This design comes from an exercise in tuning for small area and a short achievable clock period on the open sky130 flow, not from production work. Function was checked by simulation only, so behaviour that the tests miss may differ from the original. No activity file was given, so power comes from the tool's default toggle rates.

==> design/flow/design.v <==
package ooo_pkg;
	localparam int tag_w = 4;
	localparam int rob_size = 16;
	localparam int rs_size = 8;
endpackage
`timescale 1ns/1ps
module issue_decode (
	input logic [31:0] inst,
	input logic [31:0] pc,
	input logic src1_busy,
	input logic [31:0] src1,
	input logic src2_busy,
	input logic [31:0] src2,
	output logic op1_busy,
	output logic [31:0] op1,
	output logic op2_busy,
	output logic [31:0] op2,
	output logic [3:0] op,
	input logic [15:0] bc_rdy,
	output logic [15:0] sel1,
	output logic [15:0] sel2,
	output logic cap1,
	output logic cap2
);
	logic [6:0] opc;
	logic [2:0] f3;
	logic b5;
	logic [31:0] i_imm;
	logic [31:0] u_imm;
	logic [31:0] j_imm;
	localparam logic [3:0] x_sll = 4'b0000;
	localparam logic [3:0] x_srl = 4'b0001;
	localparam logic [3:0] x_sra = 4'b0011;
	localparam logic [3:0] x_add = 4'b0100;
	localparam logic [3:0] x_xor = 4'b0101;
	localparam logic [3:0] x_or = 4'b0110;
	localparam logic [3:0] x_and = 4'b0111;
	localparam logic [3:0] x_sub = 4'b1010;
	localparam logic [3:0] x_lt = 4'b1100;
	localparam logic [3:0] x_ltu = 4'b1110;
	assign opc = inst[6:0];
	assign f3 = inst[14:12];
	assign b5 = inst[30];
	assign i_imm = {{20{inst[31]}}, inst[31:20]};
	assign u_imm = {inst[31:12], 12'b0};
	assign j_imm = {{12{inst[31]}}, inst[19:12], inst[20], inst[30:21], 1'b0};
	always_comb begin
		op1_busy = src1_busy;
		op1 = src1;
		op2_busy = src2_busy;
		op2 = src2;
		op = x_add;
		case (opc)
			7'b1101111: begin  
				op1_busy = 1'b0;
				op1 = pc;
				op2_busy = 1'b0;
				op2 = j_imm;
			end
			7'b1100111: begin  
				op2_busy = 1'b0;
				op2 = i_imm;
			end
			7'b0110111: begin  
				op1_busy = 1'b0;
				op1 = u_imm;
				op2_busy = 1'b0;
				op2 = 32'b0;
			end
			7'b0010111: begin  
				op1_busy = 1'b0;
				op1 = pc;
				op2_busy = 1'b0;
				op2 = u_imm;
			end
			7'b0110011: begin  
				case (f3)
					3'b000: op = b5 ? x_sub : x_add;
					3'b001: op = x_sll;
					3'b010: op = x_lt;
					3'b011: op = x_ltu;
					3'b100: op = x_xor;
					3'b101: op = b5 ? x_sra : x_srl;
					3'b110: op = x_or;
					default: op = x_and;
				endcase
			end
			7'b0010011: begin  
				op2_busy = 1'b0;
				op2 = i_imm;
				case (f3)
					3'b000: op = x_add;
					3'b001: begin
						op = x_sll;
						op2 = {27'b0, inst[24:20]};
					end
					3'b010: op = x_lt;
					3'b011: op = x_ltu;
					3'b100: op = x_xor;
					3'b101: begin
						op = b5 ? x_sra : x_srl;
						op2 = {27'b0, inst[24:20]};
					end
					3'b110: op = x_or;
					default: op = x_and;
				endcase
			end
			7'b1100011: begin  
				op = {1'b1, f3[2], f3[2] & f3[1], f3[0] & (f3[2] | ~f3[1])};
			end
			default: ;
		endcase
	end
	always_comb begin
		for (int t = 0; t < 16; t++) begin
			sel1[t] = op1_busy && (op1[3:0] == t);
			sel2[t] = op2_busy && (op2[3:0] == t);
		end
	end
	assign cap1 = |(sel1 & bc_rdy);
	assign cap2 = |(sel2 & bc_rdy);
endmodule
`timescale 1ns/1ps
module ao222n (
	input logic a1,
	input logic b1,
	input logic a2,
	input logic b2,
	input logic a3,
	input logic b3,
	output logic y
);
	assign y = ~((a1 & b1) | (a2 & b2) | (a3 & b3));
endmodule
module capture_bit (
	input logic [15:0] s,
	input logic [15:0] d,
	input logic sa,
	input logic da,
	input logic sb,
	input logic db,
	input logic sh,
	input logic dh,
	output logic y
);
	logic [6:0] p;
	ao222n u0 (.a1(s[0]), .b1(d[0]), .a2(s[1]), .b2(d[1]), .a3(s[2]), .b3(d[2]), .y(p[0]));
	ao222n u1 (.a1(s[3]), .b1(d[3]), .a2(s[4]), .b2(d[4]), .a3(s[5]), .b3(d[5]), .y(p[1]));
	ao222n u2 (.a1(s[6]), .b1(d[6]), .a2(s[7]), .b2(d[7]), .a3(s[8]), .b3(d[8]), .y(p[2]));
	ao222n u3 (.a1(s[9]), .b1(d[9]), .a2(s[10]), .b2(d[10]), .a3(s[11]), .b3(d[11]), .y(p[3]));
	ao222n u4 (.a1(s[12]), .b1(d[12]), .a2(s[13]), .b2(d[13]), .a3(s[14]), .b3(d[14]), .y(p[4]));
	ao222n u5 (.a1(s[15]), .b1(d[15]), .a2(sa), .b2(da), .a3(sb), .b3(db), .y(p[5]));
	assign p[6] = ~(sh & dh);
	assign y = ~&p;
endmodule
module dispatch_bit (
	input logic [7:0] s,
	input logic [7:0] d,
	output logic y
);
	logic [2:0] p;
	ao222n u0 (.a1(s[0]), .b1(d[0]), .a2(s[1]), .b2(d[1]), .a3(s[2]), .b3(d[2]), .y(p[0]));
	ao222n u1 (.a1(s[3]), .b1(d[3]), .a2(s[4]), .b2(d[4]), .a3(s[5]), .b3(d[5]), .y(p[1]));
	assign p[2] = ~((s[6] & d[6]) | (s[7] & d[7]));
	assign y = ~&p;
endmodule
module select_gate (
	input logic a1,
	input logic b1,
	input logic a2,
	input logic b2,
	input logic a3,
	input logic b3,
	input logic rn,
	output logic y
);
	assign y = ((a1 & b1) | (a2 & b2) | (a3 & b3)) & ~rn;
endmodule
module operand_select (
	input logic ld0,
	input logic ld1,
	input logic [15:0] l0_sel,
	input logic l0_cap,
	input logic l0_busy,
	input logic [15:0] l1_sel,
	input logic l1_cap,
	input logic l1_busy,
	input logic h_valid,
	input logic h_busy,
	input logic [3:0] h_tag,
	input logic [15:0] bc_rdy,
	input logic [15:0] bc_rdy_n,
	output logic [15:0] s,
	output logic sa_lo,
	output logic sa_hi,
	output logic sb_lo,
	output logic sb_hi,
	output logic sh_lo,
	output logic sh_hi,
	output logic busy_n,
	output logic held_busy_n
);
	logic h_wait;
	logic h_cap;
	logic hold;
	logic [3:0] pl;
	logic [3:0] ph;
	assign h_wait = h_valid & h_busy;
	always_comb begin
		for (int j = 0; j < 4; j++) begin
			pl[j] = h_wait && (h_tag[1:0] == j);
			ph[j] = (h_tag[3:2] == j);
		end
	end
	for (genvar t = 0; t < 16; t++) begin : g_t
		select_gate u (
			.a1(ld0), .b1(l0_sel[t]), .a2(ld1), .b2(l1_sel[t]), .a3(pl[t % 4]), .b3(ph[t / 4]),
			.rn(bc_rdy_n[t]), .y(s[t])
		);
	end
	assign hold = ~ld0 & ~ld1;
	assign h_cap = h_wait & bc_rdy[h_tag];
	assign sa_lo = ld0 & ~l0_cap;
	assign sa_hi = ld0 & ~l0_busy;
	assign sb_lo = ld1 & ~l1_cap;
	assign sb_hi = ld1 & ~l1_busy;
	assign sh_lo = hold & ~h_cap;
	assign sh_hi = hold & ~h_busy;
	assign held_busy_n = h_busy & ~h_cap;
	assign busy_n = ld0 ? (l0_busy & ~l0_cap) : ld1 ? (l1_busy & ~l1_cap) : held_busy_n;
endmodule
`timescale 1ns/1ps
module rs_control (
	input logic rst,
	input logic [7:0] held_valid,
	input logic [7:0] held_ready,
	input logic [7:0] alloc0,
	input logic [7:0] alloc1,
	input logic go0,
	input logic go1,
	input logic rdy0,
	input logic rdy1,
	output logic [7:0] valid_n,
	output logic [7:0] alloc0_n,
	output logic [7:0] alloc1_n,
	output logic [7:0] disp_n
);
	function automatic logic [7:0] lowest(input logic [7:0] x);
		logic [7:0] seen;
		seen[0] = 1'b0;
		for (int i = 1; i < 8; i++) begin
			seen[i] = seen[i-1] | x[i-1];
		end
		lowest = x & ~seen;
	endfunction
	logic [7:0] free;
	logic [7:0] a0;
	logic [7:0] p00;
	logic [7:0] p10;
	logic [7:0] p01;
	logic [7:0] p11;
	assign valid_n = {8{~rst}} & (held_valid | (alloc0 & {8{go0}}) | (alloc1 & {8{go1}}));
	assign free = ~valid_n;
	assign a0 = lowest(free);
	assign alloc0_n = a0;
	assign alloc1_n = lowest(free & ~a0);
	assign p00 = lowest(held_ready);
	assign p10 = lowest(held_ready | alloc0);
	assign p01 = lowest(held_ready | alloc1);
	assign p11 = lowest(held_ready | alloc0 | alloc1);
	always_comb begin
		case ({go1 & rdy1, go0 & rdy0})
			2'b00: disp_n = p00;
			2'b01: disp_n = p10;
			2'b10: disp_n = p01;
			default: disp_n = p11;
		endcase
		if (rst) begin
			disp_n = '0;
		end
	end
endmodule
module free_count (
	input logic [7:0] valid,
	output logic [3:0] num_free
);
	function automatic logic [4:0] count4(input logic [3:0] f);
		count4 = '0;
		case (f)
			4'b0000: count4[0] = 1'b1;
			4'b0001, 4'b0010, 4'b0100, 4'b1000: count4[1] = 1'b1;
			4'b0011, 4'b0101, 4'b0110, 4'b1001, 4'b1010, 4'b1100: count4[2] = 1'b1;
			4'b1111: count4[4] = 1'b1;
			default: count4[3] = 1'b1;
		endcase
	endfunction
	logic [4:0] lo;
	logic [4:0] hi;
	logic [8:0] n;
	assign lo = count4(~valid[3:0]);
	assign hi = count4(~valid[7:4]);
	always_comb begin
		n = '0;
		for (int i = 0; i < 5; i++) begin
			for (int j = 0; j < 5; j++) begin
				n[i+j] = n[i+j] | (lo[i] & hi[j]);
			end
		end
	end
	assign num_free[3] = n[8];
	assign num_free[2] = n[4] | n[5] | n[6] | n[7];
	assign num_free[1] = n[2] | n[3] | n[6] | n[7];
	assign num_free[0] = n[1] | n[3] | n[5] | n[7];
endmodule
`timescale 1ns/1ps
module pg_cell (
	input logic gh,
	input logic ph,
	input logic gl,
	input logic pl,
	output logic g,
	output logic p
);
	assign g = gh | (ph & gl);
	assign p = ph & pl;
endmodule
module exec_unit (
	input logic [3:0] op,
	input logic [31:0] a,
	input logic [31:0] b,
	output logic [31:0] y
);
	logic sub;
	logic [31:0] bx;
	logic [31:0] sum;
	logic carry;
	logic eq;
	logic lt;
	logic ltu;
	logic cmp_out;
	logic right;
	logic fill;
	logic [31:0] sh_in;
	logic [31:0] sh1;
	logic [31:0] sh2;
	logic [31:0] sh3;
	logic [31:0] sh_out;
	logic sel_sum;
	logic sel_sh;
	logic sel_xor;
	logic sel_or;
	logic sel_and;
	logic sel_cmp;
	assign sub = op[3];
	assign bx = b ^ {32{sub}};
	logic [31:0] g0, p0;
	logic [5:0][31:0] gk;
	logic [5:0][31:0] pk;
	always_comb begin
		g0 = a & bx;
		p0 = a ^ bx;
	end
	assign gk[0] = {g0[31:1], g0[0] | (p0[0] & sub)};
	assign pk[0] = p0;
	for (genvar l = 0; l < 5; l++) begin : g_lvl
		for (genvar k = 0; k < 32; k++) begin : g_k
			if (k >= (1 << l)) begin : g_op
				pg_cell u (.gh(gk[l][k]), .ph(pk[l][k]), .gl(gk[l][k - (1 << l)]), .pl(pk[l][k - (1 << l)]),
					.g(gk[l+1][k]), .p(pk[l+1][k]));
			end else begin : g_pass
				assign gk[l+1][k] = gk[l][k];
				assign pk[l+1][k] = pk[l][k];
			end
		end
	end
	assign sum = p0 ^ {gk[5][30:0], sub};
	assign carry = gk[5][31];
	assign eq = (a == b);
	assign ltu = ~carry;
	assign lt = (a[31] ^ b[31]) ? a[31] : sum[31];
	assign cmp_out = (op[2] ? (op[1] ? ltu : lt) : eq) ^ op[0];
	assign right = op[0];
	assign fill = op[1] & a[31];
	always_comb begin
		for (int k = 0; k < 32; k++) begin
			sh_in[k] = right ? a[k] : a[31-k];
		end
		for (int k = 0; k < 32; k++) begin
			case (b[1:0])
				2'd0: sh1[k] = sh_in[k];
				2'd1: sh1[k] = (k + 1 < 32) ? sh_in[(k+1)%32] : fill;
				2'd2: sh1[k] = (k + 2 < 32) ? sh_in[(k+2)%32] : fill;
				default: sh1[k] = (k + 3 < 32) ? sh_in[(k+3)%32] : fill;
			endcase
		end
		for (int k = 0; k < 32; k++) begin
			case (b[3:2])
				2'd0: sh2[k] = sh1[k];
				2'd1: sh2[k] = (k + 4 < 32) ? sh1[(k+4)%32] : fill;
				2'd2: sh2[k] = (k + 8 < 32) ? sh1[(k+8)%32] : fill;
				default: sh2[k] = (k + 12 < 32) ? sh1[(k+12)%32] : fill;
			endcase
		end
		for (int k = 0; k < 32; k++) begin
			sh3[k] = b[4] ? ((k + 16 < 32) ? sh2[(k+16)%32] : fill) : sh2[k];
		end
		for (int k = 0; k < 32; k++) begin
			sh_out[k] = right ? sh3[k] : sh3[31-k];
		end
	end
	assign sel_sh = (op[3:2] == 2'b00);
	assign sel_sum = (op == 4'b0100) | (op[3:1] == 3'b101);
	assign sel_xor = (op == 4'b0101);
	assign sel_or = (op == 4'b0110);
	assign sel_and = (op == 4'b0111);
	assign sel_cmp = op[3] & (op[2] | ~op[1]);
	assign y = ({32{sel_sum}} & sum) | ({32{sel_sh}} & sh_out) | ({32{sel_xor}} & (a ^ b))
		| ({32{sel_or}} & (a | b)) | ({32{sel_and}} & (a & b)) | {31'b0, sel_cmp & cmp_out};
endmodule
`timescale 1ns/1ps
module issue_exec_slice (
	input logic [3:0] front,
	input logic [3:0] rear,
	input logic [3:0] ftag,
	input logic [7:0][3:0] tags,
	output logic [7:0] keep
);
	logic wrap_all;
	logic no_wrap;
	logic [7:0] ge;
	logic [7:0] lt;
	assign wrap_all = (rear + 4'd1) == ftag;
	assign no_wrap = front <= ftag;
	always_comb begin
		for (int i = 0; i < 8; i++) begin
			ge[i] = tags[i] >= front;
			lt[i] = tags[i] < ftag;
			keep[i] = wrap_all | (no_wrap ? (ge[i] & lt[i]) : (ge[i] | lt[i]));
		end
	end
endmodule
`timescale 1ns/1ps
module ooo_issue_exec_top (
	input logic clk,
	input logic rst,
	input logic [1:0] issue_valid,
	input logic [3:0] issue0_tag,
	input logic [31:0] issue0_inst,
	input logic [31:0] issue0_pc,
	input logic issue0_src1_busy,
	input logic [31:0] issue0_src1,
	input logic issue0_src2_busy,
	input logic [31:0] issue0_src2,
	input logic [3:0] issue1_tag,
	input logic [31:0] issue1_inst,
	input logic [31:0] issue1_pc,
	input logic issue1_src1_busy,
	input logic [31:0] issue1_src1,
	input logic issue1_src2_busy,
	input logic [31:0] issue1_src2,
	input logic [15:0] bcast_rdy,
	input logic [511:0] bcast_data,
	input logic flush_valid,
	input logic [3:0] flush_front_tag,
	input logic [3:0] flush_rear_tag,
	input logic [3:0] flush_tag,
	output logic [1:0] accept,
	output logic [3:0] num_free,
	output logic result_valid,
	output logic [3:0] result_tag,
	output logic [31:0] result_data
);
	logic [7:0] valid;
	logic [7:0][3:0] tag;
	logic [7:0][3:0] op;
	logic [7:0] b1;
	logic [7:0] b2;
	logic [7:0][31:0] v1;
	logic [7:0][31:0] v2;
	logic [7:0] disp;
	logic [7:0] alloc0;
	logic [7:0] alloc1;
	logic d0_b1, d0_b2, d1_b1, d1_b2;
	logic [31:0] d0_v1, d0_v2, d1_v1, d1_v2;
	logic [3:0] d0_op, d1_op;
	logic [15:0] d0_s1, d0_s2, d1_s1, d1_s2;
	logic d0_c1, d0_c2, d1_c1, d1_c2;
	logic [7:0] ld0;
	logic [7:0] ld1;
	logic [7:0] keep;
	logic [7:0] valid_n;
	logic [7:0] b1_n;
	logic [7:0] b2_n;
	logic [7:0][31:0] v1_n;
	logic [7:0][31:0] v2_n;
	logic [7:0] disp_n;
	logic [7:0] alloc0_n;
	logic [7:0] alloc1_n;
	logic [7:0] hb1_n;
	logic [7:0] hb2_n;
	logic [7:0] held_valid;
	logic [7:0] held_ready;
	logic go0;
	logic go1;
	logic l0_rdy;
	logic l1_rdy;
	logic [3:0] disp_tag;
	logic [3:0] disp_op;
	logic [31:0] disp_a;
	logic [31:0] disp_b;
	logic [31:0] alu_y;
	issue_decode dec0 (
		.inst(issue0_inst), .pc(issue0_pc),
		.src1_busy(issue0_src1_busy), .src1(issue0_src1),
		.src2_busy(issue0_src2_busy), .src2(issue0_src2),
		.op1_busy(d0_b1), .op1(d0_v1), .op2_busy(d0_b2), .op2(d0_v2), .op(d0_op),
		.bc_rdy(bcast_rdy), .sel1(d0_s1), .sel2(d0_s2), .cap1(d0_c1), .cap2(d0_c2)
	);
	issue_decode dec1 (
		.inst(issue1_inst), .pc(issue1_pc),
		.src1_busy(issue1_src1_busy), .src1(issue1_src1),
		.src2_busy(issue1_src2_busy), .src2(issue1_src2),
		.op1_busy(d1_b1), .op1(d1_v1), .op2_busy(d1_b2), .op2(d1_v2), .op(d1_op),
		.bc_rdy(bcast_rdy), .sel1(d1_s1), .sel2(d1_s2), .cap1(d1_c1), .cap2(d1_c2)
	);
	assign accept = {|alloc1, |alloc0};
	free_count fc0 (.valid(valid), .num_free(num_free));
	assign go0 = issue_valid[0] & ~flush_valid;
	assign go1 = issue_valid[1] & ~flush_valid;
	assign ld0 = alloc0 & {8{go0}};
	assign ld1 = alloc1 & {8{go1}};
	assign l0_rdy = ~(d0_b1 & ~d0_c1) & ~(d0_b2 & ~d0_c2);
	assign l1_rdy = ~(d1_b1 & ~d1_c1) & ~(d1_b2 & ~d1_c2);
	issue_exec_slice fl0 (
		.front(flush_front_tag), .rear(flush_rear_tag), .ftag(flush_tag), .tags(tag), .keep(keep)
	);
	for (genvar i = 0; i < 8; i++) begin : g_slot
		logic [15:0] s1;
		logic [15:0] s2;
		logic sa1_lo, sa1_hi, sb1_lo, sb1_hi, sh1_lo, sh1_hi;
		logic sa2_lo, sa2_hi, sb2_lo, sb2_hi, sh2_lo, sh2_hi;
		operand_select os1 (
			.ld0(ld0[i]), .ld1(ld1[i]),
			.l0_sel(d0_s1), .l0_cap(d0_c1), .l0_busy(d0_b1),
			.l1_sel(d1_s1), .l1_cap(d1_c1), .l1_busy(d1_b1),
			.h_valid(valid[i]), .h_busy(b1[i]), .h_tag(v1[i][3:0]), .bc_rdy(bcast_rdy), .bc_rdy_n(~bcast_rdy),
			.s(s1), .sa_lo(sa1_lo), .sa_hi(sa1_hi), .sb_lo(sb1_lo), .sb_hi(sb1_hi),
			.sh_lo(sh1_lo), .sh_hi(sh1_hi), .busy_n(b1_n[i]), .held_busy_n(hb1_n[i])
		);
		operand_select os2 (
			.ld0(ld0[i]), .ld1(ld1[i]),
			.l0_sel(d0_s2), .l0_cap(d0_c2), .l0_busy(d0_b2),
			.l1_sel(d1_s2), .l1_cap(d1_c2), .l1_busy(d1_b2),
			.h_valid(valid[i]), .h_busy(b2[i]), .h_tag(v2[i][3:0]), .bc_rdy(bcast_rdy), .bc_rdy_n(~bcast_rdy),
			.s(s2), .sa_lo(sa2_lo), .sa_hi(sa2_hi), .sb_lo(sb2_lo), .sb_hi(sb2_hi),
			.sh_lo(sh2_lo), .sh_hi(sh2_hi), .busy_n(b2_n[i]), .held_busy_n(hb2_n[i])
		);
		for (genvar k = 0; k < 32; k++) begin : g_bit
			logic [15:0] d;
			for (genvar t = 0; t < 16; t++) begin : g_src
				assign d[t] = bcast_data[32*t + k];
			end
			if (k < 4) begin : g_lo
				capture_bit cb1 (
					.s(s1), .d(d), .sa(sa1_lo), .da(d0_v1[k]), .sb(sb1_lo), .db(d1_v1[k]),
					.sh(sh1_lo), .dh(v1[i][k]), .y(v1_n[i][k])
				);
				capture_bit cb2 (
					.s(s2), .d(d), .sa(sa2_lo), .da(d0_v2[k]), .sb(sb2_lo), .db(d1_v2[k]),
					.sh(sh2_lo), .dh(v2[i][k]), .y(v2_n[i][k])
				);
			end else begin : g_hi
				capture_bit cb1 (
					.s(s1), .d(d), .sa(sa1_hi), .da(d0_v1[k]), .sb(sb1_hi), .db(d1_v1[k]),
					.sh(sh1_hi), .dh(v1[i][k]), .y(v1_n[i][k])
				);
				capture_bit cb2 (
					.s(s2), .d(d), .sa(sa2_hi), .da(d0_v2[k]), .sb(sb2_hi), .db(d1_v2[k]),
					.sh(sh2_hi), .dh(v2[i][k]), .y(v2_n[i][k])
				);
			end
		end
		assign held_valid[i] = valid[i] & ~(flush_valid & ~keep[i]) & ~disp[i];
		assign held_ready[i] = held_valid[i] & ~hb1_n[i] & ~hb2_n[i];
		always_ff @(posedge clk) begin
			valid[i] <= valid_n[i];
			if (ld0[i]) begin
				tag[i] <= issue0_tag;
				op[i] <= d0_op;
			end else if (ld1[i]) begin
				tag[i] <= issue1_tag;
				op[i] <= d1_op;
			end
			b1[i] <= b1_n[i];
			b2[i] <= b2_n[i];
			v1[i] <= v1_n[i];
			v2[i] <= v2_n[i];
		end
	end
	rs_control ctrl0 (
		.rst(rst), .held_valid(held_valid), .held_ready(held_ready), .alloc0(alloc0), .alloc1(alloc1),
		.go0(go0), .go1(go1), .rdy0(l0_rdy), .rdy1(l1_rdy),
		.valid_n(valid_n), .alloc0_n(alloc0_n), .alloc1_n(alloc1_n), .disp_n(disp_n)
	);
	always_ff @(posedge clk) begin
		disp <= disp_n;
		alloc0 <= alloc0_n;
		alloc1 <= alloc1_n;
	end
	for (genvar k = 0; k < 32; k++) begin : g_da
		logic [7:0] xa;
		logic [7:0] xb;
		for (genvar i = 0; i < 8; i++) begin : g_s
			assign xa[i] = v1[i][k];
			assign xb[i] = v2[i][k];
		end
		dispatch_bit dba (.s(disp), .d(xa), .y(disp_a[k]));
		dispatch_bit dbb (.s(disp), .d(xb), .y(disp_b[k]));
	end
	for (genvar k = 0; k < 4; k++) begin : g_dt
		logic [7:0] xt;
		logic [7:0] xo;
		for (genvar i = 0; i < 8; i++) begin : g_s
			assign xt[i] = tag[i][k];
			assign xo[i] = op[i][k];
		end
		dispatch_bit dbt (.s(disp), .d(xt), .y(disp_tag[k]));
		dispatch_bit dbo (.s(disp), .d(xo), .y(disp_op[k]));
	end
	exec_unit exec0 (.op(disp_op), .a(disp_a), .b(disp_b), .y(alu_y));
	always_ff @(posedge clk) begin
		if (rst) begin
			result_valid <= 1'b0;
		end else begin
			result_valid <= |disp;
		end
	end
	always_ff @(posedge clk) begin
		result_tag <= disp_tag;
		result_data <= alu_y;
	end
endmodule
==> design/flow/run.sh <==
#!/bin/bash
# synth_recipe.tcl (not shown) runs the flow's synth.tcl, then flattens the netlist and writes it again
# the make line also repeats each setting of config.mk as NAME=value (left out here)
make -C /OpenROAD-flow-scripts/flow DESIGN_CONFIG=/design/flow/config.mk WORK_HOME=/design/flow/orfs CLKGATE_MAP_FILE= SYNTH_SCRIPT=/design/flow/synth_recipe.tcl finish
==> design/flow/config.mk <==
export PLATFORM = sky130hd
export DESIGN_NAME = ooo_issue_exec_top
export DESIGN_NICKNAME = ooo_issue_exec_top
export VERILOG_FILES = /design/flow/design.v
export SDC_FILE = /design/flow/constraint.sdc
export NUM_CORES = 8
export LEC_CHECK = 0
export CAP_MARGIN = 20
export CORE_ASPECT_RATIO = 0.6
export CORE_MARGIN = 2
export CORE_UTILIZATION = 20
export PLACE_DENSITY = 0.26
export SETUP_SLACK_MARGIN = 4
export SLEW_MARGIN = 20
export SYNTH_HIERARCHICAL = 1
export SYNTH_MINIMUM_KEEP_SIZE = 0
==> design/flow/constraint.sdc <==
create_clock -name core_clock -period 8.5 [get_ports {clk}]
set_input_delay 1.7000 -clock core_clock [delete_from_list [all_inputs] [get_ports {clk}]]
set_output_delay 1.7000 -clock core_clock [all_outputs]
set_load 0.01 [all_outputs]
==> results of run 1 <==
## through the flow
stage	setup WS, ns	power, mW	cells
floorplan	3.68	6.33	8832
global placement	0.793	10.6	15800
detailed placement	1.15	10.6	15800
CTS	3.60	15.8	16600
## layer usage
metal  GRT overflow  track usage [%]
met5              0             47.7
met4              0             52.3
met3              0             58.1
met2              3             71.8
met1              0             72.9
## worst min-delay path by stage
stage,end,slack [ns],cells past startpoint
floorplan,v1[100]$_DFF_P_,0.45,2
global placement,v2[31]$_DFF_P_,0.46,2
detailed placement,v2[25]$_DFF_P_,0.46,2
CTS,v2[89]$_DFF_P_,0.47,2
## power groups by stage
stage,clock network [mW],registers [mW],logic [mW]
after floorplan,0,4.03,2.30
after global placement,0,4.41,6.22
after detailed placement,0,4.41,6.22
after CTS,4.75,4.34,6.66
## timing repair
action                      CTS
resized for setup           922
gates cloned                 53
setup endpoints to repair   601
buffers inserted            588
hold endpoints to repair      0
pin swaps                  1033
==> results.txt, run 1 <==
* Status: stopped before the end
* Failing step: global routing (5_1_grt)
* Err: [ERROR GRT-0232] Routing congestion too high. Check the congestion heatmap in the GUI.
* # port buffers at 845
* Syn Area/Cell at 9.07 sq um
* DP Area at between 0.1 and 0.15 sq mm
* Cell Area, Synth at between 0.08 and 0.09 sq mm
* Largest net degree at the start of global routing at 55
* H-tree depth at 3
* CTS sink cnt at 661
* CTS buffer count at 97
* Mapped Cells at around 8800
* Total track usage at around 66%
* Clk root buf: clkbuf_16
* Initial Util at about a fifth
* Die H at 494 um
* Congestion Overflow GR at 3
* Row count at between 150 and 200
* GP Congestion at about 1.2
* Ys Warns at 13
* Detailed placement HPWL at ~870000 um
* Max clock buf depth at 3
* Hold buffer count at cts at 0
* Die W at about 800 um
* Ports at 856
==> run 2, diff against run 1 <==
--- a/design/flow/config.mk
+++ b/design/flow/config.mk
@@ -7,8 +7,8 @@
 export LEC_CHECK = 0
 export CAP_MARGIN = 20
-export CORE_ASPECT_RATIO = 0.6
+export CORE_ASPECT_RATIO = 0.7
 export CORE_MARGIN = 2
-export CORE_UTILIZATION = 20
-export PLACE_DENSITY = 0.26
+export CORE_UTILIZATION = 16
+export PLACE_DENSITY = 0.22
 export SETUP_SLACK_MARGIN = 4
 export SLEW_MARGIN = 20
==> run 2 against run 1 <==
Effect of this change:
- synthesized cell count did not move
- area after synthesis did not move
- the run again fails in global routing (5_1_grt)
==> results.txt, run 2 <==
* Ys Warns at 13
* Detailed placement HPWL at roughly 930000 um
* Status: stopped before the end
* Die W at 850 um
* Ports at around 860
* Mapped Cells at just under 9000
* Max clock buf depth at 4
* Hold buffer count at cts at 0
* Inst Count DP at ~17000
* H-tree depth at 3
* Total track usage at 56.1%
* GP Congestion at just over 1
* Congestion Overflow GR at 1
* CTS sink cnt at about 660
* CTS buffer count at 108
* Initial Util at 16.1%
* Die H at ~600 um
* # port buffers at between 800 and 900
* Err: [ERROR GRT-0232] Routing congestion too high. Check the congestion heatmap in the GUI.
* Syn Area/Cell at roughly 9.1 sq um
* Cell Area, Synth at 0.0801 sq mm
* Clk root buf: clkbuf_16
* Largest net degree at the start of global routing at 52
* Row count at 217
* Failing step: global routing (5_1_grt)
[run 2: power by group through the flow]
stage / sequential (mW) / combinational [mW] / clock [mW]
detailed placement: 4.31 / 6.58 / 0
floorplan: 4.03 / 2.30 / 0
CTS: 4.24 / 7.03 / 5.15
global placement: 4.31 / 6.61 / 0
[run 2: layer usage]
layer | global-route usage, % | overflow
met4 | 42.6 | 0
met3 | 44.1 | 1
met2 | 63.6 | 0
met5 | 23.0 | 0
met1 | 65.1 | 0
[run 2: through the flow]
stage	util, %	worst slack [ns]	cell area, sq um
3_5_place_dp	21.9	0.809	109000
2_1_floorplan	-	3.68	82100
3_3_place_gp	21.9	0.699	109000
4_1_cts	24.3	3.85	121000
[run 2: timing repair]
action                                  CTS
pin swaps                               562
setup buffers                           422
cloned                                   27
endpoints found under the setup margin  595
resized for setup                       712
[run 2: how the worst max path moves through the flow]
stage                       to  depth (start not counted)  slack (ns)            from
2_1_floorplan  disp[3]$_DFF_P_                         13        3.68  issue1_inst[2]
3_3_place_gp   v2[120]$_DFF_P_                         13        0.70  issue1_inst[3]
3_5_place_dp    v2[18]$_DFF_P_                         13        0.81  issue1_inst[3]
4_1_cts        v2[114]$_DFF_P_                         19        3.85  issue0_inst[5]
==> run 3, diff against run 2 <==
==> design/flow/flow/run.sh (new file) <==
#!/bin/bash
# The standard ORFS layout (the standard.sh, synthesis unchanged), with
# three settings changed: ports get a buf_2 instead of the default delay
# buffer, the synthesis buffers are removed before placement instead of a
# pre-placement timing repair, and global routing derates the layers a little
# less. The full make output goes to standard_flow.log; each step's tool log
# is under orfs/logs.
set -uo pipefail
bash standard.sh \
	"BUFFER_PORTS_ARGS=-buffer_cell sky130_fd_sc_hd__buf_2" \
	REMOVE_ABC_BUFFERS=1 \
	ROUTING_LAYER_ADJUSTMENT=0.45 \
	finish > standard_flow.log 2>&1
==> design/flow/standard.sh (new file) <==
#!/bin/bash
# synth_recipe.tcl (not shown) runs the flow's synth.tcl, then flattens the netlist and writes it again
# the make line also repeats each setting of config.mk as NAME=value (left out here)
make -C /OpenROAD-flow-scripts/flow DESIGN_CONFIG=/design/flow/config.mk WORK_HOME=/design/flow/orfs CLKGATE_MAP_FILE= SYNTH_SCRIPT=/design/flow/synth_recipe.tcl "${@:-finish}"
--- a/design/flow/config.mk
+++ b/design/flow/config.mk
@@ -9,6 +9,6 @@
 export CORE_ASPECT_RATIO = 0.7
 export CORE_MARGIN = 2
-export CORE_UTILIZATION = 16
-export PLACE_DENSITY = 0.22
+export CORE_UTILIZATION = 22
+export PLACE_DENSITY = 0.28
 export SETUP_SLACK_MARGIN = 4
 export SLEW_MARGIN = 20
removed: design/flow/run.sh
==> run 3 against run 2 <==
Effect of this change:
- the flow again stops in global routing (5_1_grt)
- area after synthesis unchanged
- synthesized cell count unchanged
==> results.txt, run 3 <==
* Ports at about 860
* Mapped Cells at around 8800
* GP Congestion at between 1 and 1.5
* DP Area at between 0.09 and 0.1 sq mm
* CTS sink cnt at 661
* Hold buffer count at cts at 0
* Syn Area/Cell at between 9 and 10 sq um
* Max clock buf depth at 3
* Clk root buf: clkbuf_16
* Die H at slightly above 500 um
* # port buffers at approximately 850
* Failing step: global routing (5_1_grt)
* H-tree depth at 3
* CTS buffer count at 97
* Cell Area, Synth at roughly 0.08 sq mm
* Worst slack, placed at 1.45 ns
* Detailed placement HPWL at just over 800000 um
* Die W at around 730 um
* Ys Warns at 13
* Initial Util at about 22%
* Largest net degree at the start of global routing at 45
* Err: [ERROR GRT-0232] Routing congestion too high. Check the congestion heatmap in the GUI.
* Row count at 185
* Congestion Overflow GR at 1
* Total track usage at 69.6%
* Status: stopped before the end
-- run 3: worst max-delay path by stage --
stage | start | to | slack, ns | cells past startpoint
2_1_floorplan | disp[0]$_DFF_P_ | result_data[8]$_DFF_P_ | 1.92 | 8
3_3_place_gp | issue1_inst[3] | v1[0]$_DFF_P_ | 1.12 | 10
3_5_place_dp | issue1_inst[3] | v2[67]$_DFF_P_ | 1.45 | 12
4_1_cts | disp[0]$_DFF_P_ | result_data[0]$_DFF_P_ | 3.47 | 21
-- run 3: power by group through the flow --
| stage | clock, mW | combinational, mW | sequential, mW |
|---|---|---|---|
| 3_3_place_gp | 0 | 5.82 | 4.30 |
| 4_1_cts | 4.80 | 6.32 | 4.23 |
| 3_5_place_dp | 0 | 5.83 | 4.30 |
| 2_1_floorplan | 0 | 2.10 | 4.09 |
-- run 3: through the flow --
stage               hold WS, ns  cells  utilization, %
detailed placement        0.466  15100            27.4
floorplan                 0.447   8677               -
global placement          0.460  15100            27.2
CTS                       0.482  15900            31.3
-- run 3: timing repair --
action	4_1_cts
pin swaps	562
resized for setup	851
gates cloned	21
endpoints found under the setup margin	585
buffers inserted	586
hold endpoints to repair	0
-- run 3: metal layers --
metal,track usage [%],GRT overflow
met1,74.3,0
met4,59.4,0
met5,46.9,0
met2,76.8,0
met3,61.8,1
